This design comes from an exercise in tuning for small area and a short achievable clock period on the open sky130 flow, not from production work. Function was checked by simulation only, so behaviour that the tests miss may differ from the original.

==> flow/design.v, too long to show whole: its modules and the start of the top module <==
// module sig_multiplier: 1251 lines
// module fa_cell: 4 lines
// module ha_cell: 4 lines
// module norm_round: 64 lines
// module prefix_and: 20 lines
// module exp_exc_pack: 69 lines
// module fp_mul_top: 42 lines
module fp_mul_top
(
  input  logic        clk,
  input  logic        reset,
  input  logic [2:0]  r_mode,  
  input  logic [31:0] fp_x,
  input  logic [31:0] fp_y,
  output logic [31:0] fp_z,
  output logic        ovrf,
  output logic        udrf
);
  // ...
==> flow/flow/run.sh <==
#!/bin/bash
# Layout flow: the standard flow (standard.sh) with two changes:
#  - synthesis maps the design's fa_cell/ha_cell modules straight to the
#    library's full/half adder cells before flattening (ORFS's synth.tcl with
#    one techmap added after its hierarchy check; everything else unchanged);
#  - the port buffers are buf_2 cells instead of the default delay buffers.
set -euo pipefail
here=$(pwd)

sed 's#^hierarchy -check -top \$::env(DESIGN_NAME)$#&\ntechmap -map '"$here"'/flow/adder_cells.v#' \
  "$FLOW_HOME/scripts/synth.tcl" > "$here/synth_adders.tcl"
grep -q adder_cells.v "$here/synth_adders.tcl"
sed 's#source \$::env(SCRIPTS_DIR)/synth.tcl#source '"$here"'/synth_adders.tcl#' \
  "$here/synth_recipe.tcl" > "$here/synth_recipe_adders.tcl"
grep -q synth_adders.tcl "$here/synth_recipe_adders.tcl"
sed 's#SYNTH_SCRIPT=[^ ]*#SYNTH_SCRIPT='"$here"'/synth_recipe_adders.tcl#' \
  "$here/standard.sh" > "$here/standard_adders.sh"
grep -q synth_recipe_adders.tcl "$here/standard_adders.sh"

export BUFFER_PORTS_ARGS="-buffer_cell sky130_fd_sc_hd__buf_2"
bash "$here/standard_adders.sh" > "$here/flow.log" 2>&1
==> flow/flow/adder_cells.v <==
// maps the design's fa_cell and ha_cell modules to the library adder cells
module fa_cell (input a, input b, input ci, output s, output co);
  sky130_fd_sc_hd__fa_1 _TECHMAP_REPLACE_ (.A(a), .B(b), .CIN(ci), .SUM(s), .COUT(co));
endmodule

module ha_cell (input a, input b, output s, output co);
  sky130_fd_sc_hd__ha_1 _TECHMAP_REPLACE_ (.A(a), .B(b), .SUM(s), .COUT(co));
endmodule
==> flow/standard.sh <==
#!/bin/bash
# synth_recipe.tcl (not shown) runs the flow's synth.tcl, then flattens the netlist and writes it again
# the make line also repeats each setting of config.mk as NAME=value (left out here)
make -C /OpenROAD-flow-scripts/flow DESIGN_CONFIG=/design/flow/config.mk WORK_HOME=/design/flow/orfs CLKGATE_MAP_FILE= SYNTH_SCRIPT=/design/flow/synth_recipe.tcl "${@:-finish}"
==> flow/config.mk <==
export PLATFORM = sky130hd
export DESIGN_NAME = fp_mul_top
export DESIGN_NICKNAME = fp_mul_top
export VERILOG_FILES = /design/flow/design.v
export SDC_FILE = /design/flow/constraint.sdc
export NUM_CORES = 4
export LEC_CHECK = 0
export ABC_AREA = 1
export CAP_MARGIN = 20
export CORE_MARGIN = 2
export CORE_UTILIZATION = 40
export SETUP_SLACK_MARGIN = 4
export SLEW_MARGIN = 20
==> flow/constraint.sdc <==
create_clock -name core_clock -period 14.5 [get_ports {clk}]
set_input_delay 2.9000 -clock core_clock [delete_from_list [all_inputs] [get_ports {clk}]]
set_output_delay 2.9000 -clock core_clock [all_outputs]
set_load 0.01 [all_outputs]
==> summary.txt, run 1 <==
Via-per-instance ratio = 5.59
All-Layer GR Usage = 27.8%
Root Buffer = clkbuf_16
Final WS setup = 4.41 ns
Fraction of area in registers = 3.43%
Buffer share of cell area = 3.49%
Number of unique standard cell types used by synthesis = 48
Wl on met1 = 28.7 mm
Die area = 48400 um^2
Post-synth top cells = 589 x nand2_1, 378 x inv_1, 275 x xor2_1
Share of the yosys chip area belonging to registers = 3.65%
Post-placement cell count = 3235
Fin area = 19800 um^2
Bufs and invs on worst path = 4
Met2 WL = 31.4 mm
Worst-path clk slew = 0.05 ns
Number of global-route vias before repair = 18000
FMAX = 0.0991 GHz
Antenna Cells = 0
Hold Path Sink = exp_exc_pack_inst.udrf$_SDFF_PP0_
H-tree levels = 2
First-pass GRT wire length = 104 mm
Area share of the largest cell type after synthesis = 27.6%
Main combinational cell family by area after synthesis = adder cells
Post-Synth XOR/XNOR Area = 13.6%
Status = timing/DRC/antenna clean
Number of remaining DRC errors = 0
==> inputs of run 2 (changes only) <==
--- a/flow/flow/run.sh
+++ b/flow/flow/run.sh
@@ -2,14 +2,17 @@
 # Layout flow: the standard flow (standard.sh) with two changes:
 #  - synthesis maps the design's fa_cell/ha_cell modules straight to the
 #    library's full/half adder cells before flattening (ORFS's synth.tcl with
-#    one techmap added after its hierarchy check; everything else unchanged);
+#    one techmap added after its hierarchy check), and skips Yosys's
+#    extract_fa, so the rest of the adders are left to abc;
 #  - the port buffers are buf_2 cells instead of the default delay buffers.
 set -euo pipefail
 here=$(pwd)
 
-sed 's#^hierarchy -check -top \$::env(DESIGN_NAME)$#&\ntechmap -map '"$here"'/flow/adder_cells.v#' \
+sed -e 's#^hierarchy -check -top \$::env(DESIGN_NAME)$#&\ntechmap -map '"$here"'/flow/adder_cells.v#' \
+    -e 's#^  extract_fa {\*}\[dont_use_extract_fa_args\]$#  \# extract_fa skipped#' \
   "$FLOW_HOME/scripts/synth.tcl" > "$here/synth_adders.tcl"
 grep -q adder_cells.v "$here/synth_adders.tcl"
+grep -q "extract_fa skipped" "$here/synth_adders.tcl"
 sed 's#source \$::env(SCRIPTS_DIR)/synth.tcl#source '"$here"'/synth_adders.tcl#' \
   "$here/synth_recipe.tcl" > "$here/synth_recipe_adders.tcl"
 grep -q synth_adders.tcl "$here/synth_recipe_adders.tcl"
--- a/flow/config.mk
+++ b/flow/config.mk
@@ -9,5 +9,5 @@
 export CAP_MARGIN = 20
 export CORE_MARGIN = 2
 export CORE_UTILIZATION = 40
-export SETUP_SLACK_MARGIN = 4
+export SETUP_SLACK_MARGIN = 5
 export SLEW_MARGIN = 20
==> summary.txt, run 2 <==
Status = timing/DRC/antenna clean
Number of unique standard cell types used by synthesis = 51 (+6.3%)
# IOs = 103
Post-synth top cells = 564 x nand2_1, 314 x inv_1, 271 x xor2_1
Mapped Area = 17900 um^2
Max_cap viols = 0
Sink Count = 34
All-Layer GR Usage = 29.7% (+1.9 points)
GPL Wtd Cong = 0.957
Port-buffer cells = 102
Slew Limit Fails = 0
Antenna Cells = 0 (unchanged)
Number of enable flip-flop cells after synthesis = 0
Final Hold Vio Count = 0
Commonest non-fill, non-tap cell in the layout = nand2_1
CP Launch Type = input pin
Most flops, register = exp_exc_pack_inst.fp_z
Mean Syn Cell Area = 6.89 um^2
Async set-reset flop share out of synthesis = 0%
Worst hold path stage count = 2
Number of global-route vias before repair = 18400 (+2.1%)
TritonCTS clock tree = built
Drt first pass iters = 6
Final period utilization = 64.3%
H-tree levels = 2 (unchanged)
Synth Warn # = 6
Mapped Cells = 2604
Hold WC Path Type = input pin to register
Setup TNS = 0 ns
Worst EP required = 14.67 ns
RSZ-0062 raised after global routing = no
Adder-cell share of the synthesized area = 30.6%
Initial antenna violation count = 0
Multi-input combinational cell area = 16600 um^2
Largest net degree at the start of global routing = 31
Area of the core = 44200 um^2
Max Fanout on Critical Path = 15
Routed via count = 19500
Die area = 46600 um^2 (-3.7%)
WL/cell = 23.6 um
Register bit count reported by yosys = 34
Setup Viol. Count Final = 0
Initial DRC count = 2345
Post-route ant nets = 0
Worst-path clk slew = 0.06 ns (about the same)
Post-synthesis simple-gate area fraction = 26.3%
Share of the yosys chip area belonging to registers = 3.79% (+0.14 points)
Post-Synth XOR/XNOR Area = 13.7% (+0.088 points)
Endpoint class of the critical path = register
Routed Wire Length = 77.9 mm
Via-per-instance ratio = 5.90 (+5.6%)
Register area = 681 um^2
Most common cell in the netlist = nand2_1
FP Rows = 77
Area growth syn-to-layout = 18.9%
Area leader, netlist = fa_1
Max reg flops = 32
Proportion of layout cells with a drive suffix above 1 = 20.3%
Worst path slowest cell = fa_1
First-pass GRT wire length = 108 mm (+3.5%)
CTS buffer count = 5
Die height = 216 um
Number of remaining DRC errors = 0 (unchanged)
Fin crit period = 9.32 ns
Post-DP HPWL = 53.0 mm
Max clock buf depth = 2
Slew at the pin with the worst max-slew slack = 1.06 ns
Root Buffer = clkbuf_16
FMAX = 0.107 GHz (+8.3%)
Initial Util = 40.6%
Slowest stage delay, CP = 0.48 ns
Relative slew slack = 28.6%
Crit path kind = input pin to register
Crit path DAT = 9.49 ns
CTS Hold Bufs = 0
Mux share of post-synthesis cell area = 0%
Top FF cell, synth = dfxtp_1
Area share of the largest cell type after synthesis = 28.6% (+0.96 points)
Nets@finish = 3067
Total grt overflow = 0
Top post-synthesis cells by area = fa_1 29%, xor2_1 13%, nand2_1 12%, o22ai_1 9.2%, inv_1 6.6%
Synth Area in Compound Gates = 15.5%
Commonest cells after routing, fill and taps aside = 493 x nand2_1, 291 x inv_1, 268 x xor2_1
Final core utilization = 48.3%
Top flop regs = exp_exc_pack_inst.fp_z x32, exp_exc_pack_inst.ovrf x1, exp_exc_pack_inst.udrf x1
Main combinational cell family by area after synthesis = adder cells
Fillers = 4427
Die Wd = 216 um
-- run 2: cell count changes after synthesis, sizes merged, moves of 3 or more --
cell | previous run | this run
nand4 | 48 | 29
a21oi | 63 | 105
o21ai | 61 | 67
a31oi | 2 | 5
ha | 121 | 30
xor2 | 277 | 272
nor4 | 9 | 17
nand2 | 601 | 588
nand3 | 105 | 116
clkbuf | 92 | 79
buf | 43 | 55
inv | 399 | 333
nor2 | 195 | 282
-- run 2: final timing paths --
kind / startpoint / end / slack, ns
max: fp_x[13] / exp_exc_pack_inst.fp_z[5]$_SDFF_PP0_ / 5.18
min: reset / exp_exc_pack_inst.udrf$_SDFF_PP0_ / 2.92
-- run 2: worst max-delay path: cells and delay by family --
kind | cells | cell delay [ns]
AO/OA/AOI/OAI | 2 | 0.24
XOR/XNOR | 1 | 0.24
AND/OR/NAND/NOR | 18 | 3.01
adder cells (fa/ha/maj) | 5 | 2.33
buffers and inverters | 5 | 0.73
-- run 2: logic make-up (layout without fill, tap and decap cells) --
logic type      Yosys count  count (layout)
buf+inv                 469             568
flops                    34              34
other cells               2               3
fa+ha+maj               286             286
xor+xnor                280             280
compound gates          462             462
simple gates           1071            1080
-- run 2: final cells by class --
class,instances,share of cell area [%]
Timing Repair Buffer,209,8.05
Sequential cell,34,3.19
Multi-Input combinational cell,2111,77.6
Clock buffer,5,0.586
Timing Repair inverter,16,0.551
Clock inverter,3,0.323
Inverter,335,6.23
Tap cell,592,3.47
-- run 2: repair_timing --
item,in CTS,in global routing
gates resized for setup,117,211
pin swaps,5,38
gates cloned,7,28
setup buffers,0,74
setup endpoints to repair,33,32
-- run 2: through the flow --
stage	hold WS, ns	worst slack (ns)	std cells	instance area [um^2]
2_1_floorplan	2.97	5.70	2605	18000
3_3_place_gp	3.21	3.05	3188	18800
3_5_place_dp	3.21	2.98	3188	18800
4_1_cts	2.92	5.00	3203	19600
5_1_grt	2.94	4.93	3305	21300
6_report	2.92	5.18	3305	21300
-- run 2: per-layer routing --
metal	vias to the layer above	global-route usage, %	wire length, um
met5	-	0	0
met4	0	11.7	5060
met3	344	3.64	7880
met2	1260	49.8	35600
met1	9240	39.0	29400
li1	8655	-	-
==> inputs of run 3 (changes only) <==
--- a/flow/config.mk
+++ b/flow/config.mk
@@ -9,5 +9,5 @@
 export CAP_MARGIN = 20
 export CORE_MARGIN = 2
 export CORE_UTILIZATION = 40
-export SETUP_SLACK_MARGIN = 5
+export SETUP_SLACK_MARGIN = 4
 export SLEW_MARGIN = 20
==> summary.txt, run 3 <==
Relative slew slack = 17.1% (-11 points)
Top flop regs = exp_exc_pack_inst.fp_z x32, exp_exc_pack_inst.ovrf x1, exp_exc_pack_inst.udrf x1
Post-placement setup slack = 2.98 ns (unchanged)
Number of remaining DRC errors = 0 (unchanged)
Most common cell in the netlist = nand2_1
CP Launch Type = input pin
Routed via count = 18200 (-6.5%)
Slew at the pin with the worst max-slew slack = 1.24 ns (+0.180 ns)
Synth Warn # = 6 (unchanged)
Post-route ant nets = 0 (unchanged)
CP endpoint = exp_exc_pack_inst.fp_z[5]$_SDFF_PP0_
H-tree levels = 2 (unchanged)
Max reg flops = 32 (unchanged)
Crit path kind = input pin to register
Sink Count = 34 (unchanged)
Worst-path clk slew = 0.06 ns (about the same)
Worst path slowest cell = inv_1
CTS buffer count = 5 (unchanged)
DP Area = 18800 um^2 (unchanged)
Drt first pass iters = 7 (+1)
Slew Limit Fails = 0 (unchanged)
Root Buffer = clkbuf_16
Final Hold Vio Count = 0 (unchanged)
Endpoint class of the critical path = register
First-pass GRT wire length = 106 mm (-1.8%)
Number of unique standard cell types used by synthesis = 51 (unchanged)
TritonCTS clock tree = built
Port-buffer cells = 102 (unchanged)
Bufs and invs on worst path = 3 (-2)
Via-per-instance ratio = 5.70 (-3.4%)
Worst EP required = 14.66 ns (about the same)
Fin crit period = 10.08 ns (+0.759 ns)
Commonest cells after routing, fill and taps aside = 547 x nand2_1, 311 x inv_1, 271 x xor2_1
CP Depth = 29 (-6.5%)
Nets@finish = 2959 (-3.5%)
Die height = 216 um (unchanged)
FP Rows = 77 (unchanged)
Fin area = 19200 um^2 (-9.9%)
Largest net degree at the start of global routing = 31 (unchanged)
Routed Wire Length = 68.9 mm (-12%)
Slowest stage delay, CP = 0.91 ns (+0.43 ns)
Setup Viol. Count Final = 0 (unchanged)
Critical path's top delay family = simple AND/OR/NAND/NOR gates
Max_cap viols = 0 (unchanged)
Max clock buf depth = 2 (unchanged)
Die Wd = 216 um (unchanged)
Final period utilization = 69.5% (+5.2 points)
Most flops, register = exp_exc_pack_inst.fp_z
Post-DP HPWL = 53.0 mm (unchanged)
Mean Syn Cell Area = 6.89 um^2 (unchanged)
Share of the yosys chip area belonging to registers = 3.79% (unchanged)
CP Launch Point = fp_y[21]
Total grt overflow = 0 (unchanged)
Hold WC Path Type = input pin to register
Initial Util = 40.6% (unchanged)
Area leader, netlist = fa_1
Number of global-route vias before repair = 18300 (-0.77%)
Final WS setup = 4.42 ns (-0.759 ns)
Top FF cell, synth = dfxtp_1
Crit path DAT = 10.24 ns (+0.75 ns)
All-Layer GR Usage = 29.1% (-0.65 points)
RSZ-0062 raised after global routing = no
Post-synth top cells = 564 x nand2_1, 314 x inv_1, 271 x xor2_1
# IOs = 103 (unchanged)
Area of the core = 44200 um^2 (unchanged)
Setup TNS = 0 ns (unchanged)
Status = timing/DRC/antenna clean
Top post-synthesis cells by area = fa_1 29%, xor2_1 13%, nand2_1 12%, o22ai_1 9.2%, inv_1 6.6%
Initial DRC count = 1836 (-22%)
Area growth syn-to-layout = 7.09%
WL/cell = 21.5 um (-8.7%)
Antenna Cells = 0 (unchanged)
Commonest non-fill, non-tap cell in the layout = nand2_1
Die area = 46600 um^2 (unchanged)
Mapped Area = 17900 um^2 (unchanged)
Proportion of layout cells with a drive suffix above 1 = 11.1% (-9.3 points)
Async set-reset flop share out of synthesis = 0% (unchanged)
GPL Wtd Cong = 0.957 (unchanged)
FMAX = 0.0992 GHz (-7.5%)
Number of enable flip-flop cells after synthesis = 0 (unchanged)
Max Fanout on Critical Path = 24 (+9)
Initial antenna violation count = 0 (unchanged)
Area share of the largest cell type after synthesis = 28.6% (unchanged)
Mapped Cells = 2604 (unchanged)
Register bit count reported by yosys = 34 (unchanged)
==> run 3: logic make-up after synthesis <==
logic type      count (synthesis)  share of synthesized area (%)
simple gates                 1071                           26.3
buf+inv                       469                           10.0
compound gates                462                           15.5
fa+ha+maj                     286                           30.6
xor+xnor                      280                           13.7
flops                          34                           3.79
other cells                     2                         0.0418
==> run 3: worst min path at each step <==
| stage | from | to | slack, ns | depth (start not counted) |
|---|---|---|---|---|
| floorplan | reset | exp_exc_pack_inst.fp_z[22]$_SDFF_PP0_ | 2.97 | 1 |
| detailed placement | reset | exp_exc_pack_inst.udrf$_SDFF_PP0_ | 3.21 | 2 |
| global placement | reset | exp_exc_pack_inst.udrf$_SDFF_PP0_ | 3.21 | 2 |
| CTS | reset | exp_exc_pack_inst.udrf$_SDFF_PP0_ | 2.92 | 2 |
| finish | reset | exp_exc_pack_inst.udrf$_SDFF_PP0_ | 2.92 | 2 |
| global route | reset | exp_exc_pack_inst.udrf$_SDFF_PP0_ | 2.93 | 2 |
==> run 3: metal layers <==
layer	up-vias	part of all wire, %	global-route usage (%)
met3	152	7.9	3.92
met5	-	0	0
li1	8401	-	-
met2	904	47	48.7
met1	8768	41	38.0
met4	0	3.6	11.2
==> run 3: area by class of cell <==
class | instances | area [um^2]
clock buffer | 5 | 125
timing repair inverter | 1 | 5.00
multi-input combinational | 2102 | 15600
sequential | 34 | 681
timing repair buffer | 125 | 716
inverter | 335 | 1270
tap | 592 | 741
clock inverter | 3 | 68.8
fill | 4598 | 25000
==> run 3: through the flow <==
| stage | util, % | instances | hold WS [ns] |
|---|---|---|---|
| global route | 43.5 | 3197 | 2.93 |
| floorplan | - | 2605 | 2.97 |
| detailed placement | 42.6 | 3188 | 3.21 |
| global placement | 42.6 | 3188 | 3.21 |
| finish | 43.5 | 3197 | 2.92 |
| CTS | 43.1 | 3196 | 2.92 |
==> run 3: timing repair <==
action,4_1_cts,5_1_grt
gates cloned,0,1
resized for setup,15,33
endpoints found under the setup margin,32,32
hold buffers,0,0
pin swaps,0,0
setup buffers,0,0
==> module norm_round, before the edit <==
module norm_round
(
  input  logic [47:0] sum_a,
  input  logic [47:0] sum_b,
  input  logic        sign_z,
  input  logic [2:0]  r_mode,  
  output logic [22:0] frac_z,
  output logic        renorm
);
  logic [47:0] g [0:6];
  logic [47:0] p [0:6];
  logic [47:0] carry;    
  logic [47:0] product;
  assign g[0] = sum_a & sum_b;
  assign p[0] = sum_a ^ sum_b;
  for (genvar l = 0; l < 6; l++) begin : g_lvl
    for (genvar i = 0; i < 48; i++) begin : g_bit
      if (i >= (1 << l)) begin : g_op
        assign g[l+1][i] = g[l][i] | (p[l][i] & g[l][i-(1<<l)]);
        assign p[l+1][i] = p[l][i] & p[l][i-(1<<l)];
      end else begin : g_pass
        assign g[l+1][i] = g[l][i];
        assign p[l+1][i] = p[l][i];
      end
    end
  end
  assign carry   = {g[6][46:0], 1'b0};
  assign product = p[0] ^ carry;
  logic [21:0] zt;
  logic        st0, st1;  
  assign zt[0] = ~(sum_a[0] ^ sum_b[0]);
  for (genvar i = 1; i < 22; i++) begin : g_zt
    assign zt[i] = ~((sum_a[i] ^ sum_b[i]) ^ (sum_a[i-1] | sum_b[i-1]));
  end
  assign st0 = ~&zt[20:0];
  assign st1 = ~&zt[21:0];
  logic inc0, inc1;
  function automatic logic round_inc(input logic [2:0] mode, input logic s,
                                     input logic lsb, input logic grd,
                                     input logic rnd, input logic stk);
    case (mode)
      3'd0:    round_inc = grd & (rnd | stk | lsb);
      3'd1:    round_inc = 1'b0;
      3'd2:    round_inc = s & (grd | rnd | stk);
      3'd3:    round_inc = ~s & (grd | rnd | stk);
      default: round_inc = grd;
    endcase
  endfunction
  assign inc0 = round_inc(r_mode, sign_z, product[23], product[22], product[21], st0);
  assign inc1 = round_inc(r_mode, sign_z, product[24], product[23], product[22], st1);
  logic [23:0] k0, k1;      
  logic [23:0] ones0, ones1;  
  logic        all0;
  assign k0 = product[46:23];
  assign k1 = product[47:24];
  prefix_and #(.N(24)) u_pa0 (.a(k0), .y(ones0));
  prefix_and #(.N(24)) u_pa1 (.a(k1), .y(ones1));
  assign all0 = ones0[23] & k0[23];
  logic [22:0] r0, r1;
  assign r0 = k0[22:0] ^ ({23{inc0}} & ones0[22:0]);
  assign r1 = k1[22:0] ^ ({23{inc1}} & ones1[22:0]);
  assign frac_z = product[47] ? r1 : r0;
  assign renorm = product[47] | (inc0 & all0);
endmodule
==> inputs of run 4 (changes only) <==
--- a/flow/design.v
+++ b/flow/design.v
@@ -1299,25 +1299,27 @@
   output logic [22:0] frac_z,
   output logic        renorm
 );
-  logic [47:0] g [0:6];
-  logic [47:0] p [0:6];
-  logic [47:0] carry;    
-  logic [47:0] product;
-  assign g[0] = sum_a & sum_b;
-  assign p[0] = sum_a ^ sum_b;
-  for (genvar l = 0; l < 6; l++) begin : g_lvl
-    for (genvar i = 0; i < 48; i++) begin : g_bit
+  logic [23:0] lg [0:5];
+  logic [23:0] lp [0:5];
+  logic [24:0] lc;  
+  assign lg[0] = sum_a[23:0] & sum_b[23:0];
+  assign lp[0] = sum_a[23:0] ^ sum_b[23:0];
+  for (genvar l = 0; l < 5; l++) begin : g_llvl
+    for (genvar i = 0; i < 24; i++) begin : g_lbit
       if (i >= (1 << l)) begin : g_op
-        assign g[l+1][i] = g[l][i] | (p[l][i] & g[l][i-(1<<l)]);
-        assign p[l+1][i] = p[l][i] & p[l][i-(1<<l)];
+        assign lg[l+1][i] = lg[l][i] | (lp[l][i] & lg[l][i-(1<<l)]);
+        assign lp[l+1][i] = lp[l][i] & lp[l][i-(1<<l)];
       end else begin : g_pass
-        assign g[l+1][i] = g[l][i];
-        assign p[l+1][i] = p[l][i];
+        assign lg[l+1][i] = lg[l][i];
+        assign lp[l+1][i] = lp[l][i];
       end
     end
   end
-  assign carry   = {g[6][46:0], 1'b0};
-  assign product = p[0] ^ carry;
+  assign lc = {lg[5], 1'b0};
+  logic p21, p22, p23;
+  assign p21 = lp[0][21] ^ lc[21];
+  assign p22 = lp[0][22] ^ lc[22];
+  assign p23 = lp[0][23] ^ lc[23];
   logic [21:0] zt;
   logic        st0, st1;  
   assign zt[0] = ~(sum_a[0] ^ sum_b[0]);
@@ -1326,7 +1328,33 @@
   end
   assign st0 = ~&zt[20:0];
   assign st1 = ~&zt[21:0];
-  logic inc0, inc1;
+  logic [23:0] h;    
+  logic [23:0] k;    
+  assign h = sum_a[47:24] ^ sum_b[47:24];
+  assign k = {sum_a[46:24] & sum_b[46:24], 1'b0};
+  logic [23:1] ug [0:5];
+  logic [23:1] up [0:5];
+  assign ug[0] = h[23:1] & k[23:1];
+  assign up[0] = h[23:1] ^ k[23:1];
+  for (genvar l = 0; l < 5; l++) begin : g_ulvl
+    for (genvar i = 1; i < 24; i++) begin : g_ubit
+      if (i - 1 >= (1 << l)) begin : g_op
+        assign ug[l+1][i] = ug[l][i] | (up[l][i] & ug[l][i-(1<<l)]);
+        assign up[l+1][i] = up[l][i] & up[l][i-(1<<l)];
+      end else begin : g_pass
+        assign ug[l+1][i] = ug[l][i];
+        assign up[l+1][i] = up[l][i];
+      end
+    end
+  end
+  logic [23:1] w0, w1;  
+  assign w0 = up[0] ^ {ug[5][22:1], 1'b0};
+  assign w1 = up[0] ^ ({ug[5][22:1], 1'b0} | {up[5][22:1], 1'b1});
+  logic [23:0] u0, u1, u2;  
+  assign u0 = {w0, h[0]};
+  assign u1 = {h[0] ? w1 : w0, ~h[0]};
+  assign u2 = {w1, h[0]};
+  logic c24, p24, inc0, inc1, t0;
   function automatic logic round_inc(input logic [2:0] mode, input logic s,
                                      input logic lsb, input logic grd,
                                      input logic rnd, input logic stk);
@@ -1338,41 +1366,18 @@
       default: round_inc = grd;
     endcase
   endfunction
-  assign inc0 = round_inc(r_mode, sign_z, product[23], product[22], product[21], st0);
-  assign inc1 = round_inc(r_mode, sign_z, product[24], product[23], product[22], st1);
-  logic [23:0] k0, k1;      
-  logic [23:0] ones0, ones1;  
-  logic        all0;
-  assign k0 = product[46:23];
-  assign k1 = product[47:24];
-  prefix_and #(.N(24)) u_pa0 (.a(k0), .y(ones0));
-  prefix_and #(.N(24)) u_pa1 (.a(k1), .y(ones1));
-  assign all0 = ones0[23] & k0[23];
-  logic [22:0] r0, r1;
-  assign r0 = k0[22:0] ^ ({23{inc0}} & ones0[22:0]);
-  assign r1 = k1[22:0] ^ ({23{inc1}} & ones1[22:0]);
-  assign frac_z = product[47] ? r1 : r0;
-  assign renorm = product[47] | (inc0 & all0);
-endmodule
-module prefix_and #(
-  parameter int N = 24
-) (
-  input  logic [N-1:0] a,
-  output logic [N-1:0] y
-);
-  localparam int L = (N > 16) ? 5 : (N > 8) ? 4 : (N > 4) ? 3 : (N > 2) ? 2 : 1;
-  logic [N-1:0] t [0:L];
-  assign t[0] = {a[N-2:0], 1'b1};
-  for (genvar l = 0; l < L; l++) begin : g_lvl
-    for (genvar i = 0; i < N; i++) begin : g_bit
-      if (i >= (1 << l)) begin : g_op
-        assign t[l+1][i] = t[l][i] & t[l][i-(1<<l)];
-      end else begin : g_pass
-        assign t[l+1][i] = t[l][i];
-      end
-    end
-  end
-  assign y = t[L];
+  assign c24  = lc[24];
+  assign p24  = h[0] ^ c24;
+  assign inc0 = round_inc(r_mode, sign_z, p23, p22, p21, st0);
+  assign inc1 = round_inc(r_mode, sign_z, p24, p23, p22, st1);
+  assign t0   = p23 & inc0;  
+  logic [23:0] s0, s1;
+  logic        msb;
+  assign s0  = (c24 & t0)   ? u2 : (c24 ^ t0)   ? u1 : u0;
+  assign s1  = (c24 & inc1) ? u2 : (c24 ^ inc1) ? u1 : u0;
+  assign msb = c24 ? u1[23] : u0[23];
+  assign frac_z = msb ? s1[22:0] : {s0[21:0], p23 ^ inc0};
+  assign renorm = s0[23];
 endmodule
 module exp_exc_pack
 (
==> summary.txt, run 4 <==
Die area = 45100 um^2 (-3.3%)
All-Layer GR Usage = 27.8% (-1.3 points)
Most flops, register = exp_exc_pack_inst.fp_z
Number of enable flip-flop cells after synthesis = 0 (unchanged)
Area of the core = 43000 um^2 (-2.8%)
Layout Cells excl Fill = 2986 (-6.6%)
Max reg flops = 32 (unchanged)
Mapped Cells = 2414 (-7.3%)
Adder-cell share of the synthesized area = 31.7% (+1.1 points)
Mapped Area = 17300 um^2 (-3.4%)
Final Hold Vio Count = 0 (unchanged)
Drt first pass iters = 6 (-1)
Routed Wire Length = 62.5 mm (-9.2%)
Initial DRC count = 1866 (+1.6%)
First-pass GRT wire length = 97.5 mm (-7.7%)
GPL Wtd Cong = 0.952 (-0.54%)
Register area = 681 um^2 (unchanged)
Worst-path clk slew = 0.06 ns (about the same)
Max Fanout on Critical Path = 29 (+21%)
Relative slew slack = 30.2% (+13 points)
Mux share of post-synthesis cell area = 0.0577% (+0.058 points)
Number of global-route vias before repair = 17100 (-6.4%)
Top flop regs = exp_exc_pack_inst.fp_z x32, exp_exc_pack_inst.ovrf x1, exp_exc_pack_inst.udrf x1
Synth Area in Compound Gates = 16.9% (+1.4 points)
CP Launch Point = fp_x[9]
Nets@finish = 2755 (-6.9%)
Worst path slowest cell = fa_1
Root Buffer = clkbuf_16
Via-per-instance ratio = 5.80 (+1.7%)
DP Area = 18200 um^2 (-3.4%)
Initial antenna violation count = 0 (unchanged)
Fin area = 18400 um^2 (-4.2%)
Worst hold path stage count = 3 (+1)
RSZ-0062 raised after global routing = no
Die Wd = 212 um (-1.7%)
Initial Util = 40.4% (-0.23 points)
Sink Count = 34 (unchanged)
Fin crit period = 10.10 ns (+0.0179 ns)
Top FF cell, synth = dfxtp_1
# IOs = 103 (unchanged)
Crit path kind = input pin to register
Die height = 212 um (-1.7%)
Mean Syn Cell Area = 7.19 um^2 (+4.3%)
Top post-synthesis cells by area = fa_1 30%, xor2_1 15%, nand2_1 11%, o22ai_1 9.6%, nor2_1 4.3%
Number of unique standard cell types used by synthesis = 56 (+9.8%)
Total grt overflow = 0 (unchanged)
Area leader, netlist = fa_1
Post-route ant nets = 0 (unchanged)
Proportion of layout cells with a drive suffix above 1 = 11.5% (+0.40 points)
Final core utilization = 42.9% (-0.61 points)
Worst EP required = 14.72 ns (+0.06 ns)
Endpoint class of the critical path = register
Largest net degree at the start of global routing = 32 (+3.2%)
Slowest stage delay, CP = 0.74 ns (-0.17 ns)
Post-synthesis simple-gate area fraction = 22.8% (-3.5 points)
Slew at the pin with the worst max-slew slack = 1.05 ns (-0.196 ns)
Antenna Cells = 0 (unchanged)
WL/cell = 20.9 um (-2.8%)
H-tree levels = 2 (unchanged)
Main combinational cell family by area after synthesis = adder cells
CTS Hold Bufs = 0 (unchanged)
Commonest cells after routing, fill and taps aside = 485 x nand2_1, 299 x xor2_1, 265 x o22ai_1
Fillers = 4534 (-1.4%)
Most common cell in the netlist = nand2_1
Post-placement cell count = 2978 (-6.6%)
Setup TNS = 0 ns (unchanged)
Share of the yosys chip area belonging to registers = 3.92% (+0.13 points)
Post-Synth XOR/XNOR Area = 16.0% (+2.3 points)
Area growth syn-to-layout = 6.20%
TritonCTS clock tree = built
Synth Warn # = 6 (unchanged)
Async set-reset flop share out of synthesis = 0% (unchanged)
Area share of the largest cell type after synthesis = 29.5% (+0.99 points)
Slew Limit Fails = 0 (unchanged)
Status = timing/DRC/antenna clean
Post-CTS Setup Bufs = 0 (unchanged)
Setup Viol. Count Final = 0 (unchanged)
Routed via count = 17300 (-5.0%)
Worst Min Path Start = fp_x[31]
Port-buffer cells = 102 (unchanged)
Hold Path Sink = exp_exc_pack_inst.fp_z[31]$_SDFF_PP0_
Commonest non-fill, non-tap cell in the layout = nand2_1
Register bit count reported by yosys = 34 (unchanged)
CTS buffer count = 5 (unchanged)
FMAX = 0.0991 GHz (-0.18%)
Max_cap viols = 0 (unchanged)
Multi-input combinational cell area = 15300 um^2 (-2.3%)
Max clock buf depth = 2 (unchanged)
Post-synth top cells = 501 x nand2_1, 299 x xor2_1, 265 x o22ai_1
Number of remaining DRC errors = 0 (unchanged)
Crit path DAT = 10.31 ns (+0.07 ns)
Final period utilization = 69.6% (+0.12 points)
Post-DP HPWL = 45.9 mm (-13%)
Hold WC Path Type = input pin to register
CP dominant cell by count = fa_1
CP Launch Type = input pin
FP Rows = 76 (-1.3%)
-- run 4: per-stage QoR --
step / hold WS [ns] / worst slack, ns
after detailed placement: 3.21 / 3.56
after floorplan: 2.97 / 5.75
final: 2.92 / 4.40
after global placement: 3.21 / 3.70
after CTS: 2.92 / 4.07
after global routing: 2.93 / 3.97
-- run 4: critical path: cells and delay by family --
kind	cells	cell delay, ns
adder cells (fa/ha/maj)	5	2.61
AO/OA/AOI/OAI	4	0.64
buffers and inverters	5	1.46
XOR/XNOR	1	0.20
AND/OR/NAND/NOR	17	2.43
-- run 4: layout make-up --
class | instances | share of cell area, %
clock buffer | 7 | 0.774
timing repair buffer | 125 | 3.86
multi-input combinational | 2002 | 82.8
clock inverter | 1 | 0.0272
tap | 585 | 3.97
sequential | 34 | 3.69
inverter | 232 | 4.87
-- run 4: how the worst max path moves through the flow --
stage	to	slack [ns]
2_1_floorplan	exp_exc_pack_inst.fp_z[13]$_SDFF_PP0_	5.75
3_3_place_gp	exp_exc_pack_inst.fp_z[14]$_SDFF_PP0_	3.70
3_5_place_dp	exp_exc_pack_inst.fp_z[16]$_SDFF_PP0_	3.56
4_1_cts	exp_exc_pack_inst.fp_z[16]$_SDFF_PP0_	4.07
5_1_grt	exp_exc_pack_inst.fp_z[11]$_SDFF_PP0_	3.97
6_report	exp_exc_pack_inst.fp_z[15]$_SDFF_PP0_	4.40
-- run 4: logic make-up (layout without fill, tap and decap cells) --
kind of cell,Yosys count,in the layout
xor gates and xnor gates,317,317
adders and majority gates,286,286
muxes,1,1
AOI/OAI and AO/OA,488,488
DFF,34,34
buffers and inverters,379,365
other,2,3
and+or+nand+nor,907,907
-- run 4: metal layers --
metal	GRT usage [%]	share of wire, %	vias to the layer above
li1	-	-	7902
met1	40.0	44	8341
met2	42.4	43	933
met3	5.07	9.9	129
met4	8.20	2.7	0
met5	0	0	-
-- run 4: what timing repair did --
item	CTS	global route
cloned	0	0
endpoints found under the setup margin	23	31
resized for setup	2	24
==> inputs of run 5 (changes only) <==
--- a/flow/config.mk
+++ b/flow/config.mk
@@ -9,5 +9,5 @@
 export CAP_MARGIN = 20
 export CORE_MARGIN = 2
 export CORE_UTILIZATION = 40
-export SETUP_SLACK_MARGIN = 4
+export SETUP_SLACK_MARGIN = 4.5
 export SLEW_MARGIN = 20
==> summary.txt, run 5 <==
Max clock buf depth = 2 (unchanged)
DP Area = 18200 um^2 (unchanged)
Post-placement setup slack = 3.56 ns (unchanged)
Drt first pass iters = 7 (+1)
FP Rows = 76 (unchanged)
Synth Warn # = 6 (unchanged)
Hold slack = 2.92 ns (+0.000580 ns)
Final core utilization = 43.2% (+0.38 points)
Initial Util = 40.4% (unchanged)
Sink Count = 34 (unchanged)
GR Util met1 = 40.0% (+0.047 points)
Root Buffer = clkbuf_16
Top FF cell, synth = dfxtp_1
Area growth syn-to-layout = 7.15%
H-tree levels = 2 (unchanged)
Fin area = 18600 um^2 (+0.90%)
Commonest cells after routing, fill and taps aside = 485 x nand2_1, 299 x xor2_1, 265 x o22ai_1
Crit path kind = input pin to register
CTS Hold Bufs = 0 (unchanged)
Setup TNS = 0 ns (unchanged)
Number of remaining DRC errors = 0 (unchanged)
Largest net degree at the start of global routing = 32 (unchanged)
Multi-input combinational cell area = 15400 um^2 (+0.68%)
Area leader, netlist = fa_1
Final WS setup = 4.90 ns (+0.494 ns)
WL/cell = 21.0 um (+0.10%)
Via-per-instance ratio = 5.82 (+0.37%)
Area share of the largest cell type after synthesis = 29.5% (unchanged)
All-Layer GR Usage = 27.8% (unchanged)
Worst Min Path Start = fp_x[31]
Area of the core = 43000 um^2 (unchanged)
Register area = 681 um^2 (unchanged)
Post-route ant nets = 0 (unchanged)
Worst-path clk slew = 0.06 ns (about the same)
Number of enable flip-flop cells after synthesis = 0 (unchanged)
Antenna Cells = 0 (unchanged)
First-pass GRT wire length = 97.5 mm (unchanged)
Top flop regs = exp_exc_pack_inst.fp_z x32, exp_exc_pack_inst.ovrf x1, exp_exc_pack_inst.udrf x1
Hold Path Sink = exp_exc_pack_inst.fp_z[31]$_SDFF_PP0_
Final period utilization = 66.2% (-3.4 points)
Mapped Area = 17300 um^2 (unchanged)
Register bit count reported by yosys = 34 (unchanged)
Max reg flops = 32 (unchanged)
Hold WC Path Type = input pin to register
Grt peak-use layer = met2
CP Launch Type = input pin
Share of the yosys chip area belonging to registers = 3.92% (unchanged)
Post-synth top cells = 501 x nand2_1, 299 x xor2_1, 265 x o22ai_1
TritonCTS clock tree = built
Fillers = 4529 (-0.11%)
Most common cell in the netlist = nand2_1
# IOs = 103 (unchanged)
Number of unique standard cell types used by synthesis = 56 (unchanged)
Setup Viol. Count Final = 0 (unchanged)
FMAX = 0.104 GHz (+5.1%)
CP dominant cell by count = nand2_1
Initial antenna violation count = 0 (unchanged)
Proportion of layout cells with a drive suffix above 1 = 11.6% (+0.19 points)
Most flops, register = exp_exc_pack_inst.fp_z
Relative slew slack = 29.5% (-0.75 points)
Max_cap viols = 0 (unchanged)
Nets@finish = 2758 (+0.11%)
Slew at the pin with the worst max-slew slack = 1.06 ns (+0.0112 ns)
Endpoint class of the critical path = register
Post-DP HPWL = 45.9 mm (unchanged)
Port-buffer cells = 102 (unchanged)
Crit path DAT = 9.81 ns (-0.50 ns)
Number of global-route vias before repair = 17200 (+0.27%)
Worst hold path stage count = 3 (unchanged)
Slew Limit Fails = 0 (unchanged)
Worst EP required = 14.71 ns (about the same)
Slowest stage delay, CP = 0.61 ns (-0.13 ns)
RSZ-0062 raised after global routing = no
Met3 Usage GRT = 5.07% (unchanged)
Total grt overflow = 0 (unchanged)
Fin crit period = 9.60 ns (-0.494 ns)
Initial DRC count = 1697 (-9.1%)
Routed Wire Length = 62.7 mm (+0.20%)
Die height = 212 um (unchanged)
Grt met2 use = 42.3% (-0.068 points)
Worst path slowest cell = fa_1
Top post-synthesis cells by area = fa_1 30%, xor2_1 15%, nand2_1 11%, o22ai_1 9.6%, nor2_1 4.3%
Async set-reset flop share out of synthesis = 0% (unchanged)
Routed via count = 17400 (+0.47%)
Die Wd = 212 um (unchanged)
Max Fanout on Critical Path = 29 (unchanged)
Status = timing/DRC/antenna clean
CTS buffer count = 5 (unchanged)
Final Hold Vio Count = 0 (unchanged)
Mapped Cells = 2414 (unchanged)
GPL Wtd Cong = 0.952 (unchanged)
Mean Syn Cell Area = 7.19 um^2 (unchanged)
Die area = 45100 um^2 (unchanged)
Commonest non-fill, non-tap cell in the layout = nand2_1
[run 5: kinds of logic after synthesis]
group | Yosys count | synth area share (%)
and+or+nand+nor | 907 | 22.8
AOI/OAI and AO/OA | 488 | 16.9
buffers and inverters | 379 | 8.50
xor gates and xnor gates | 317 | 16.0
adders and majority gates | 286 | 31.7
DFF | 34 | 3.92
other | 2 | 0.0433
muxes | 1 | 0.0577
[run 5: final cells by class]
type	instances	share of cell area, %
timing repair inverter	2	0.0673
tap	585	3.94
inverter	232	4.83
sequential	34	3.66
clock buffer	7	0.767
clock inverter	1	0.0269
timing repair buffer	126	4.09
multi-input combinational	2002	82.6
[run 5: metal layers]
metal | up-vias | wire (um)
li1 | 7908 | -
met1 | 8377 | 27700
met2 | 972 | 26900
met3 | 129 | 6230
met4 | 0 | 1790
met5 | - | 0
[run 5: how the worst max path moves through the flow]
stage / startpoint / to / cells after the start
6_report: fp_x[3] / exp_exc_pack_inst.fp_z[14]$_SDFF_PP0_ / 35
5_1_grt: fp_x[5] / exp_exc_pack_inst.fp_z[14]$_SDFF_PP0_ / 36
4_1_cts: fp_x[3] / exp_exc_pack_inst.fp_z[16]$_SDFF_PP0_ / 33
3_5_place_dp: fp_x[3] / exp_exc_pack_inst.fp_z[16]$_SDFF_PP0_ / 32
3_3_place_gp: fp_x[3] / exp_exc_pack_inst.fp_z[14]$_SDFF_PP0_ / 32
2_1_floorplan: fp_x[9] / exp_exc_pack_inst.fp_z[13]$_SDFF_PP0_ / 32
[run 5: through the flow]
| step | instances |
|---|---|
| 2_1_floorplan | 2415 |
| 3_3_place_gp | 2977 |
| 3_5_place_dp | 2978 |
| 4_1_cts | 2986 |
| 5_1_grt | 2989 |
| 6_report | 2989 |
[run 5: worst max-delay path, delay by kind of cell]
family / cells / cell delay (ns)
XOR/XNOR: 1 / 0.19
AND/OR/NAND/NOR: 24 / 3.24
buffers and inverters: 3 / 0.57
adder cells (fa/ha/maj): 5 / 2.52
AO/OA/AOI/OAI: 2 / 0.30
[run 5: what timing repair did]
action	in CTS	in global routing
resized for setup	22	38
setup buffers	0	1
cloned	0	2
setup endpoints to repair	33	31
hold endpoints to repair	0	0
==> inputs of run 6 (changes only) <==
--- a/flow/config.mk
+++ b/flow/config.mk
@@ -9,5 +9,5 @@
 export CAP_MARGIN = 20
 export CORE_MARGIN = 2
 export CORE_UTILIZATION = 40
-export SETUP_SLACK_MARGIN = 4.5
+export SETUP_SLACK_MARGIN = 5
 export SLEW_MARGIN = 20
==> summary.txt, run 6 <==
Initial Util = 40.4% (unchanged)
GPL Wtd Cong = 0.952 (unchanged)
Post-synth top cells = 501 x nand2_1, 299 x xor2_1, 265 x o22ai_1
Register bit count reported by yosys = 34 (unchanged)
Top FF cell, synth = dfxtp_1
Routed via count = 17700 (+1.6%)
Commonest cells after routing, fill and taps aside = 466 x nand2_1, 297 x xor2_1, 263 x o22ai_1
Port-buffer cells = 102 (unchanged)
CP dominant cell by count = nor2_1
Max Fanout on Critical Path = 29 (unchanged)
Slew Limit Fails = 0 (unchanged)
Crit path DAT = 9.35 ns (-0.46 ns)
Via-per-instance ratio = 5.85 (+0.51%)
Number of unique standard cell types used by synthesis = 56 (unchanged)
Commonest non-fill, non-tap cell in the layout = nand2_1
CTS Hold Bufs = 0 (unchanged)
Root Buffer = clkbuf_16
Most flops, register = exp_exc_pack_inst.fp_z
Top post-synthesis cells by area = fa_1 30%, xor2_1 15%, nand2_1 11%, o22ai_1 9.6%, nor2_1 4.3%
Hold slack = 2.92 ns (-0.00107 ns)
Proportion of layout cells with a drive suffix above 1 = 14.4% (+2.8 points)
Setup Viol. Count Final = 0 (unchanged)
Die area = 45100 um^2 (unchanged)
Final Hold Vio Count = 0 (unchanged)
Area of the core = 43000 um^2 (unchanged)
Final period utilization = 63.0% (-3.2 points)
Die Wd = 212 um (unchanged)
Initial DRC count = 1739 (+2.5%)
CTS buffer count = 5 (unchanged)
Post-placement cell count = 2978 (unchanged)
Antenna Cells = 0 (unchanged)
Nets@finish = 2790 (+1.2%)
Initial antenna violation count = 0 (unchanged)
Top flop regs = exp_exc_pack_inst.fp_z x32, exp_exc_pack_inst.ovrf x1, exp_exc_pack_inst.udrf x1
Max reg flops = 32 (unchanged)
H-tree levels = 2 (unchanged)
Mapped Area = 17300 um^2 (unchanged)
Status = timing/DRC/antenna clean
Routed Wire Length = 64.8 mm (+3.4%)
Total grt overflow = 0 (unchanged)
Slew at the pin with the worst max-slew slack = 0.681 ns (-0.376 ns)
Area leader, netlist = fa_1
Layout Cells excl Fill = 3021 (+1.1%)
# IOs = 103 (unchanged)
Number of global-route vias before repair = 17200 (+0.25%)
Area share of the largest cell type after synthesis = 29.5% (unchanged)
Post-route ant nets = 0 (unchanged)
Worst path slowest cell = fa_2
TritonCTS clock tree = built
Die height = 212 um (unchanged)
All-Layer GR Usage = 27.9% (+0.11 points)
Share of the yosys chip area belonging to registers = 3.92% (unchanged)
First-pass GRT wire length = 98.0 mm (+0.44%)
Mean Syn Cell Area = 7.19 um^2 (unchanged)
RSZ-0062 raised after global routing = yes
Number of enable flip-flop cells after synthesis = 0 (unchanged)
Sink Count = 34 (unchanged)
WL/cell = 21.5 um (+2.4%)
Hold WC Path Type = input pin to register
Number of remaining DRC errors = 0 (unchanged)
Setup TNS = 0 ns (unchanged)
FMAX = 0.109 GHz (+5.1%)
Post-DP HPWL = 45.9 mm (unchanged)
Max clock buf depth = 2 (unchanged)
Largest net degree at the start of global routing = 32 (unchanged)
Worst-path clk slew = 0.06 ns (about the same)
Crit path kind = input pin to register
Fin crit period = 9.13 ns (-0.467 ns)
Drt first pass iters = 7 (unchanged)
Most common cell in the netlist = nand2_1
Endpoint class of the critical path = register
Slowest stage delay, CP = 0.60 ns (about the same)
Worst EP required = 14.72 ns (about the same)
Synth Warn # = 6 (unchanged)
Area growth syn-to-layout = 11.2%
FP Rows = 76 (unchanged)
Mapped Cells = 2414 (unchanged)
Max_cap viols = 0 (unchanged)
Async set-reset flop share out of synthesis = 0% (unchanged)
Relative slew slack = 54.5% (+25 points)
CP Launch Type = input pin
run 6: cell counts after synthesis:
No cell type changed its count.
run 6: kinds of logic after synthesis:
| group | count (synthesis) | share of synthesized area [%] |
|---|---|---|
| AO/OA/AOI/OAI | 488 | 16.9 |
| AND/OR/NAND/NOR | 907 | 22.8 |
| adder cells (fa/ha/maj) | 286 | 31.7 |
| other | 2 | 0.0433 |
| XOR/XNOR | 317 | 16.0 |
| buffers and inverters | 379 | 8.50 |
| multiplexers | 1 | 0.0577 |
| flip-flops | 34 | 3.92 |
run 6: worst max-delay path, delay by kind of cell:
kind	cells	cell delay, ns
buffers and inverters	4	0.74
XOR/XNOR	1	0.20
AO/OA/AOI/OAI	5	0.75
AND/OR/NAND/NOR	17	2.23
adder cells (fa/ha/maj)	5	2.49
run 6: area by class of cell:
cell class / instances / area [um^2]
inverter: 232 / 908
clock buffer: 7 / 143
timing repair inverter: 5 / 27.5
timing repair buffer: 150 / 1090
tap: 585 / 732
sequential: 34 / 681
fill: 4448 / 23700
clock inverter: 1 / 5.00
multi-input combinational: 2007 / 15700
run 6: timing repair:
| item | 4_1_cts | 5_1_grt |
|---|---|---|
| setup buffers | 0 | 22 |
| cloned | 2 | 11 |
| endpoints found under the setup margin | 33 | 33 |
| pin swaps | 0 | 10 |
| resized for setup | 47 | 112 |
run 6: path summary, 6_finish.rpt:
path      from                                    end  slack (ns)  cells after the start
min   fp_x[31]  exp_exc_pack_inst.fp_z[31]$_SDFF_PP0_        2.92                      3
max    fp_x[3]   exp_exc_pack_inst.fp_z[5]$_SDFF_PP0_        5.37                     32
run 6: stage by stage:
stage | instance area (um^2) | utilization (%) | setup WS (ns)
finish | 19300 | 44.9 | 5.37
floorplan | 17400 | - | 5.75
global placement | 18200 | 42.3 | 3.70
CTS | 18500 | 43.1 | 5.01
global route | 19300 | 44.9 | 4.96
detailed placement | 18200 | 42.3 | 3.56
run 6: routing by layer:
metal / global-route usage (%) / share of wire, % / up-vias
met2: 42.5 / 44 / 1011
met3: 5.05 / 10 / 124
li1: - / - / 8007
met1: 40.1 / 43 / 8519
met5: 0 / 0 / -
met4: 8.63 / 2.8 / 0
==> inputs of run 7 (changes only) <==
--- a/flow/config.mk
+++ b/flow/config.mk
@@ -8,6 +8,6 @@
 export ABC_AREA = 1
 export CAP_MARGIN = 20
 export CORE_MARGIN = 2
-export CORE_UTILIZATION = 40
-export SETUP_SLACK_MARGIN = 5
+export CORE_UTILIZATION = 60
+export SETUP_SLACK_MARGIN = 4.5
 export SLEW_MARGIN = 20
==> summary.txt, run 7 <==
All-Layer GR Usage = 40.9% (+13 points)
CP dominant cell by count = nand2_1
Share of the yosys chip area belonging to registers = 3.92% (unchanged)
Max Fanout on Critical Path = 29 (unchanged)
Uppermost layer routed = met4
Max_cap viols = 0 (unchanged)
Slew at the pin with the worst max-slew slack = 1.01 ns (+0.326 ns)
Top FF cell, synth = dfxtp_1
Worst EP required = 14.72 ns (about the same)
Top flop regs = exp_exc_pack_inst.fp_z x32, exp_exc_pack_inst.ovrf x1, exp_exc_pack_inst.udrf x1
Post-route ant nets = 0 (unchanged)
Via-per-instance ratio = 6.42 (+9.8%)
Drt first pass iters = 6 (-1)
Commonest cells after routing, fill and taps aside = 484 x nand2_1, 299 x xor2_1, 265 x o22ai_1
H-tree levels = 2 (unchanged)
DP Area = 17900 um^2 (-1.5%)
Synth Warn # = 6 (unchanged)
WL/cell = 22.4 um (+4.2%)
Number of unique standard cell types used by synthesis = 56 (unchanged)
Setup Viol. Count Final = 0 (unchanged)
Port-buffer cells = 102 (unchanged)
Worst path slowest cell = fa_1
Met2 WL = 26.2 mm (-7.5%)
Number of enable flip-flop cells after synthesis = 0 (unchanged)
Post-DP HPWL = 45.8 mm (-0.19%)
Post-synth top cells = 501 x nand2_1, 299 x xor2_1, 265 x o22ai_1
Total grt overflow = 0 (unchanged)
Mapped Area = 17300 um^2 (unchanged)
CTS Hold Bufs = 0 (unchanged)
Area leader, netlist = fa_1
Sink Count = 34 (unchanged)
Largest net degree at the start of global routing = 32 (unchanged)
Antenna Cells = 0 (unchanged)
Area of the core = 28600 um^2 (-33%)
Register bit count reported by yosys = 34 (unchanged)
Top post-synthesis cells by area = fa_1 30%, xor2_1 15%, nand2_1 11%, o22ai_1 9.6%, nor2_1 4.3%
Post-placement setup slack = 3.94 ns (+0.376 ns)
Wl on met1 = 25.2 mm (-10%)
Slew Limit Fails = 0 (unchanged)
Routed Wire Length = 62.3 mm (-3.9%)
Routed via count = 17900 (+1.3%)
First-pass GRT wire length = 97.0 mm (-0.97%)
Initial antenna violation count = 0 (unchanged)
Mean Syn Cell Area = 7.19 um^2 (unchanged)
Initial DRC count = 2134 (+23%)
Die height = 174 um (-18%)
Area growth syn-to-layout = 4.95%
Hold slack = 2.91 ns (-0.0119 ns)
Nets@finish = 2755 (-1.3%)
TritonCTS clock tree = built
Proportion of layout cells with a drive suffix above 1 = 11.5% (-3.0 points)
FP Rows = 62 (-18%)
Endpoint class of the critical path = register
Area share of the largest cell type after synthesis = 29.5% (unchanged)
Final period utilization = 66.8% (+3.8 points)
Max reg flops = 32 (unchanged)
Final WS setup = 4.81 ns (-0.553 ns)
Metal3 WL = 7.81 mm (+17%)
CP Launch Type = input pin
Most flops, register = exp_exc_pack_inst.fp_z
# IOs = 103 (unchanged)
Fin crit period = 9.69 ns (+0.553 ns)
Slowest stage delay, CP = 0.60 ns (about the same)
Mapped Cells = 2414 (unchanged)
CTS buffer count = 5 (unchanged)
RSZ-0062 raised after global routing = no
Number of remaining DRC errors = 0 (unchanged)
Async set-reset flop share out of synthesis = 0% (unchanged)
Die area = 30300 um^2 (-33%)
Most common cell in the netlist = nand2_1
Initial Util = 60.6% (+20 points)
Setup TNS = 0 ns (unchanged)
Status = timing/DRC/antenna clean
FMAX = 0.103 GHz (-5.7%)
Max clock buf depth = 2 (unchanged)
GPL Wtd Cong = 0.985 (+3.5%)
Relative slew slack = 32.3% (-22 points)
Crit path kind = input pin to register
Number of global-route vias before repair = 17500 (+1.8%)
Root Buffer = clkbuf_16
Crit path DAT = 9.91 ns (+0.56 ns)
Fin area = 18200 um^2 (-5.6%)
Worst-path clk slew = 0.07 ns (about the same)
Die Wd = 174 um (-18%)
Final Hold Vio Count = 0 (unchanged)
Commonest non-fill, non-tap cell in the layout = nand2_1
Hold WC Path Type = input pin to register
run 7: cell counts after synthesis:
Identical to the previous run, type by type.
run 7: cell type report:
class	count	area [um^2]
fill	2642	10400
tap	384	480
clock buffer	6	139
inverter	232	890
clock inverter	2	12.5
multi-input combinational	2002	15300
sequential	34	681
timing repair buffer	125	731
run 7: worst max-delay path: cells and delay by family:
family / cells / cell delay (ns)
AO/OA/AOI/OAI: 3 / 0.44
XOR/XNOR: 1 / 0.20
adder cells (fa/ha/maj): 5 / 2.43
AND/OR/NAND/NOR: 20 / 3.25
buffers and inverters: 4 / 0.61
run 7: cell families after synthesis:
kind of cell | share of synthesized area [%]
muxes | 0.0577
adders and majority gates | 31.7
and+or+nand+nor | 22.8
buffers and inverters | 8.50
xor gates and xnor gates | 16.0
DFF | 3.92
AOI/OAI and AO/OA | 16.9
other | 0.0433
run 7: worst paths after layout:
check | from | endpoint | slack, ns | cells past startpoint
setup / recovery | fp_x[17] | exp_exc_pack_inst.fp_z[14]$_SDFF_PP0_ | 4.81 | 33
hold / removal | reset | exp_exc_pack_inst.fp_z[22]$_SDFF_PP0_ | 2.91 | 2
run 7: what timing repair did:
action | 4_1_cts | 5_1_grt
endpoints found under the setup margin | 23 | 31
resized for setup | 14 | 26
setup buffers | 0 | 0
run 7: through the flow:
step                      instances  util, %
after global placement         2777     62.6
after global routing           2785     63.6
after detailed placement       2777     62.6
after CTS                      2785     63.3
final                          2785     63.6
after floorplan                2415        -
run 7: metal layers:
metal	GRT usage [%]	vias to the layer above
li1	-	7916
met1	56.3	8416
met2	61.4	1310
met3	10.5	240
met4	17.2	0
met5	0	-
==> inputs of run 8 (changes only) <==
--- a/flow/config.mk
+++ b/flow/config.mk
@@ -9,5 +9,5 @@
 export CAP_MARGIN = 20
 export CORE_MARGIN = 2
 export CORE_UTILIZATION = 60
-export SETUP_SLACK_MARGIN = 4.5
+export SETUP_SLACK_MARGIN = 5
 export SLEW_MARGIN = 20
==> summary.txt, run 8 <==
Status = timing/DRC/antenna clean
FMAX = 0.108 GHz (+4.8%)
Final Hold Vio Count = 0 (unchanged)
Die height = 174 um (unchanged)
Max clock buf depth = 2 (unchanged)
Area growth syn-to-layout = 8.16%
Hold WC Path Type = input pin to register
Worst hold path stage count = 2 (unchanged)
First-pass GRT wire length = 97.1 mm (about the same)
All-Layer GR Usage = 40.9% (about the same)
Initial antenna violation count = 0 (unchanged)
CP Depth = 32 (-3.0%)
Number of enable flip-flop cells after synthesis = 0 (unchanged)
Relative slew slack = 32.5% (+0.21 points)
Routed via count = 18200 (+1.6%)
Setup Viol. Count Final = 0 (unchanged)
Root Buffer = clkbuf_16
Slowest stage delay, CP = 0.53 ns (-0.07 ns)
Total grt overflow = 0 (unchanged)
Sink Count = 34 (unchanged)
Area of the core = 28600 um^2 (unchanged)
Number of global-route vias before repair = 17500 (-0.29%)
Number of unique standard cell types used by synthesis = 56 (unchanged)
Worst path slowest cell = fa_1
FP Rows = 62 (unchanged)
Post-route ant nets = 0 (unchanged)
Max reg flops = 32 (unchanged)
Via-per-instance ratio = 6.48 (+0.94%)
Final period utilization = 63.7% (-3.1 points)
Initial Util = 60.6% (unchanged)
Area share of the largest cell type after synthesis = 29.5% (unchanged)
Largest net degree at the start of global routing = 32 (unchanged)
Worst Min Path Start = reset
Proportion of layout cells with a drive suffix above 1 = 13.0% (+1.5 points)
Async set-reset flop share out of synthesis = 0% (unchanged)
Initial DRC count = 2233 (+4.6%)
DP Area = 17900 um^2 (unchanged)
Commonest cells after routing, fill and taps aside = 474 x nand2_1, 299 x xor2_1, 263 x o22ai_1
Synth Area in Compound Gates = 16.9% (unchanged)
Critical path's top delay family = adder cells
H-tree levels = 2 (unchanged)
CP Launch Type = input pin
RSZ-0062 raised after global routing = yes
Antenna Cells = 0 (unchanged)
Most flops, register = exp_exc_pack_inst.fp_z
Post-synth top cells = 501 x nand2_1, 299 x xor2_1, 265 x o22ai_1
TritonCTS clock tree = built
Synth Warn # = 6 (unchanged)
Worst EP required = 14.73 ns (about the same)
Share of the yosys chip area belonging to registers = 3.92% (unchanged)
GPL Wtd Cong = 0.985 (unchanged)
CP dominant cell by count = nand2_1
Most common cell in the netlist = nand2_1
Max Fanout on Critical Path = 23 (-21%)
Crit path DAT = 9.48 ns (-0.43 ns)
Worst-path clk slew = 0.07 ns (about the same)
# IOs = 103 (unchanged)
Top post-synthesis cells by area = fa_1 30%, xor2_1 15%, nand2_1 11%, o22ai_1 9.6%, nor2_1 4.3%
Mapped Cells = 2414 (unchanged)
Post-Synth XOR/XNOR Area = 16.0% (unchanged)
Die area = 30300 um^2 (unchanged)
Nets@finish = 2773 (+0.65%)
Routed Wire Length = 63.9 mm (+2.6%)
CTS Hold Bufs = 0 (unchanged)
Number of remaining DRC errors = 0 (unchanged)
Max_cap viols = 0 (unchanged)
Mapped Area = 17300 um^2 (unchanged)
Endpoint class of the critical path = register
Main combinational cell family by area after synthesis = adder cells
CTS buffer count = 5 (unchanged)
Post-synthesis simple-gate area fraction = 22.8% (unchanged)
Fin crit period = 9.24 ns (-0.446 ns)
Commonest non-fill, non-tap cell in the layout = nand2_1
Bufs and invs on worst path = 6 (+2)
Post-DP HPWL = 45.8 mm (unchanged)
Register bit count reported by yosys = 34 (unchanged)
Slew at the pin with the worst max-slew slack = 1.00 ns (-0.00312 ns)
Adder-cell share of the synthesized area = 31.7% (unchanged)
Drt first pass iters = 9 (+3)
Mean Syn Cell Area = 7.19 um^2 (unchanged)
Fin area = 18800 um^2 (+3.1%)
Mux share of post-synthesis cell area = 0.0577% (unchanged)
Crit path kind = input pin to register
Area leader, netlist = fa_1
Die Wd = 174 um (unchanged)
Top flop regs = exp_exc_pack_inst.fp_z x32, exp_exc_pack_inst.ovrf x1, exp_exc_pack_inst.udrf x1
Fillers = 2588 (-2.0%)
Port-buffer cells = 102 (unchanged)
CP Launch Point = fp_x[13]
WL/cell = 22.8 um (+2.0%)
Setup TNS = 0 ns (unchanged)
Top FF cell, synth = dfxtp_1
Slew Limit Fails = 0 (unchanged)
[run 8: what timing repair did]
item                       4_1_cts  5_1_grt
setup endpoints to repair       33       32
cloned                           0        7
setup buffers                    0       11
gates resized for setup         41       91
pin swaps                        0        8
[run 8: cells by family (layout without fill, tap and decap cells)]
family	count (synthesis)	in the layout
buf+inv	379	379
xor+xnor	317	317
other cells	2	3
flops	34	34
fa+ha+maj	286	286
simple gates	907	911
compound gates	488	488
mux	1	1
[run 8: cell type report]
cell class	count	area (um^2)	area share, %
Clock buffer	6	139	0.740
Clock inverter	2	12.5	0.0667
Inverter	232	890	4.74
Multi-Input combinational cell	2006	15600	83.0
Sequential cell	34	681	3.63
Tap cell	384	480	2.56
Timing Repair Buffer	138	981	5.23
Timing Repair inverter	1	7.51	0.0400
[run 8: final timing paths]
check	to	slack, ns
worst max-delay path	exp_exc_pack_inst.fp_z[13]$_SDFF_PP0_	5.26
worst min-delay path	exp_exc_pack_inst.fp_z[22]$_SDFF_PP0_	2.91
[run 8: metal layers]
layer,vias up,part of all wire (%),global-route usage [%]
met5,-,0,0
met4,0,4.7,16.7
met3,264,13,9.95
met2,1423,42,62.0
met1,8515,40,56.3
li1,7965,-,-
[run 8: per-stage QoR]
| step | std cells | util [%] | hold slack, ns | worst slack (ns) |
|---|---|---|---|---|
| 4_1_cts | 2785 | 63.6 | 2.91 | 5.00 |
| 6_report | 2803 | 65.5 | 2.91 | 5.26 |
| 2_1_floorplan | 2415 | - | 2.97 | 5.75 |
| 3_3_place_gp | 2777 | 62.6 | 3.21 | 4.04 |
| 3_5_place_dp | 2777 | 62.6 | 3.22 | 3.94 |
| 5_1_grt | 2803 | 65.5 | 2.93 | 4.95 |

[port drivers added, routing unchanged]
How much do the figures lean on ideal ports? The routed layouts below were timed once more, with nothing changed but the port constraints.
Step 1 sets driving cells, clkbuf_16 on the clock port and buf_2 on the other inputs (assumed; they add their load-dependent delay and slew).
Step 2 moves the port delays by t, midway between the first and last clock arrival at a register: inputs arrive t later, outputs are due t later. That takes back most of the time a late clock gives input paths.
Three values: no drivers, after step 1, after step 2; two values: the first two.
| run | t (ns) | setup slack, ns | slew at the worst register clock pin (ns) |
|---|---|---|---|
| run 1 | 0.312 | 4.411 / 4.425 / 4.112 | 0.05 / 0.05 |
| run 2 | 0.320 | 5.181 / 5.181 / 4.862 | 0.06 / 0.06 |
| run 3 | 0.319 | 4.423 / 4.443 / 4.125 | 0.06 / 0.06 |
| run 4 | 0.314 | 4.405 / 4.420 / 4.107 | 0.06 / 0.06 |
| run 5 | 0.315 | 4.899 / 4.875 / 4.560 | 0.06 / 0.06 |
| run 6 | 0.314 | 5.366 / 5.317 / 5.004 | 0.06 / 0.06 |
| run 7 | 0.328 | 4.812 / 4.826 / 4.498 | 0.07 / 0.07 |
| run 8 | 0.328 | 5.258 / 5.249 / 4.922 | 0.07 / 0.07 |
After both steps every run listed still meets setup and hold. The setup slack of run 6, which loses most, moves by -0.049 ns with the drivers and by -0.362 ns with both steps.
